From an optimization exercise on the open Yosys and OpenROAD flow, aimed at small area; shortcuts taken in it are not production practice. Function was checked by simulation only, so behaviour that the tests miss may differ from the original. No activity file was given, so power comes from the tool's default toggle rates.

==> inputs of build 34 <==
// io_map_sync
module io_map_sync #(
  parameter int PIN_NUM     = 24,
  parameter int CFG_NBIT    = 8,
  parameter int MIPI_GP_NUM = 4,
  parameter int FREQ_GP_NUM = 4,
  parameter int SYNC_STAGES = 2,
  parameter int TURN_CYCLES = 4
) (
  input  logic                        clk,
  input  logic                        rst,
  input  logic [PIN_NUM*CFG_NBIT-1:0] i_cfg,
  input  logic                        i_cfg_vld,
  output logic                        o_cfg_busy,
  output logic                        o_cfg_done,
  output logic                        o_cfg_err,
  input  logic [PIN_NUM-1:0]          o_ioctrl_dir,
  input  logic [PIN_NUM-1:0]          o_ioctrl_db,
  output logic [PIN_NUM-1:0]          i_ioctrl_db,
  input  logic [MIPI_GP_NUM-1:0]      mipi_sclk,
  input  logic [MIPI_GP_NUM-1:0]      mipi_sdo,
  input  logic [MIPI_GP_NUM-1:0]      mipi_sdo_en,
  output logic [MIPI_GP_NUM-1:0]      mipi_sdi,
  output logic [FREQ_GP_NUM-1:0]      freq_io,
  input  logic [PIN_NUM-1:0]          i_io_db,
  output logic [PIN_NUM-1:0]          o_io_dir,
  output logic [PIN_NUM-1:0]          o_io_db
);
clock: 7.0 ns
lec_check: 0
abc_area: 1
cap_margin: 20
core_margin: 2
core_utilization: 45
place_density: 0.85
slew_margin: 20
standard.sh (not shown) runs the stock make flow with config.mk's settings and CLKGATE_MAP_FILE= SYNTH_SCRIPT=/design/flow/synth_recipe.tcl, a recipe that flattens the netlist after the stock synthesis.
==> flow/flow/run.sh <==
#!/bin/bash
# The standard ORFS layout with three changes:
# - synthesis maps logic with flow/abc_area.script (a stronger area-recovery ABC script) in
#   place of ORFS's abc_area.script; everything else in synthesis is the standard
#   synthesis (synth_recipe.tcl), so the registers and their names are unchanged;
# - every port gets the smallest buffer (buf_1) instead of buffer_ports' default choice;
# - the clock tree is built from clkbuf_4 cells in clusters of at most 9 sinks, without
#   dummy loads (the default uses clkbuf_16 cells).
# Each step's full output goes to synth.log / layout.log here and to ORFS's own logs under orfs/.
set -euo pipefail
here=$(pwd)
rm -rf "$here/scripts_abc"
cp -r "$FLOW_HOME/scripts" "$here/scripts_abc"
cp "$here/flow/abc_area.script" "$here/scripts_abc/abc_area.script"
SCRIPTS_DIR="$here/scripts_abc" bash standard.sh synth > synth.log 2>&1
export BUFFER_PORTS_ARGS="-buffer_cell sky130_fd_sc_hd__buf_1"
export CTS_ARGS="-sink_clustering_enable -repair_clock_nets -buf_list sky130_fd_sc_hd__clkbuf_4 -dont_use_dummy_load -sink_buffer_max_cap_derate 1.0 -sink_clustering_size 9 -sink_clustering_max_diameter 60"
bash standard.sh > layout.log 2>&1
==> flow/flow/abc_area.script <==
&get -n
&st
&dch -f
&nf -R 1000
&st
&dch -f
&nf -R 1000
&put
topo
==> inputs of trial 59, as changes to build 34 <==
--- a/flow/flow/run.sh
+++ b/flow/flow/run.sh
@@ -1,11 +1,9 @@
 #!/bin/bash
-# The standard ORFS layout with three changes:
+# The standard ORFS layout with two changes:
 # - synthesis maps logic with flow/abc_area.script (a stronger area-recovery ABC script) in
 #   place of ORFS's abc_area.script; everything else in synthesis is the standard
 #   synthesis (synth_recipe.tcl), so the registers and their names are unchanged;
 # - every port gets the smallest buffer (buf_1) instead of buffer_ports' default choice;
-# - the clock tree is built from clkbuf_4 cells in clusters of at most 9 sinks, without
-#   dummy loads (the default uses clkbuf_16 cells).
-# Each step's full output goes to synth.log / layout.log here and to ORFS's own logs under orfs/.
+# - the clock tree is built from clkbuf_4 cells, without dummy loads.
 set -euo pipefail
 here=$(pwd)
Settings changed: PLACE_DENSITY 0.85 to not set.
==> notes <==
- Build 34 passed the timing, design-rule and antenna checks. Trial 59 produced a clean layout.
- Cell count is about the same in build 34 and trial 59.
- In flip-flop and latch count, build 34 and trial 59 do not differ.
- Against trial 59, the clock skew of build 34 is higher by 0.021 ns.
- Between build 34 and trial 59, the lower non-clock buffer count is in build 34 (gap 4).
- In die area, build 34 and trial 59 do not differ.
- Clock power: build 34 is lower than trial 59 (3.1%).

## static timing again, ports no longer ideal
Ports are ideal in the flow. The routed layouts listed here were re-timed in OpenROAD.
Step 1: set_driving_cell puts a clkbuf_16 on clk and a buf_2 on each other input, an assumption about the parent block.
Step 2 also shifts input and output timing later by t, the mid clock arrival at the registers, as if the neighbouring blocks saw the same clock.
a / b / c = no drivers / after step 1 / after step 2; a / b = the first two.
run	t, ns	setup WS [ns]	worst hold slack (ns)	worst setup path after step 2	clock arrival spread, ns
build 34	0.825	0.995 / 0.995 / 0.995	0.306 / 0.306 / 0.306	register to register	0.074 / 0.074
trial 59	0.836	0.929 / 0.929 / 0.929	0.285 / 0.285 / 0.285	register to register	0.071 / 0.070
After both steps setup and hold are still met in every run listed.
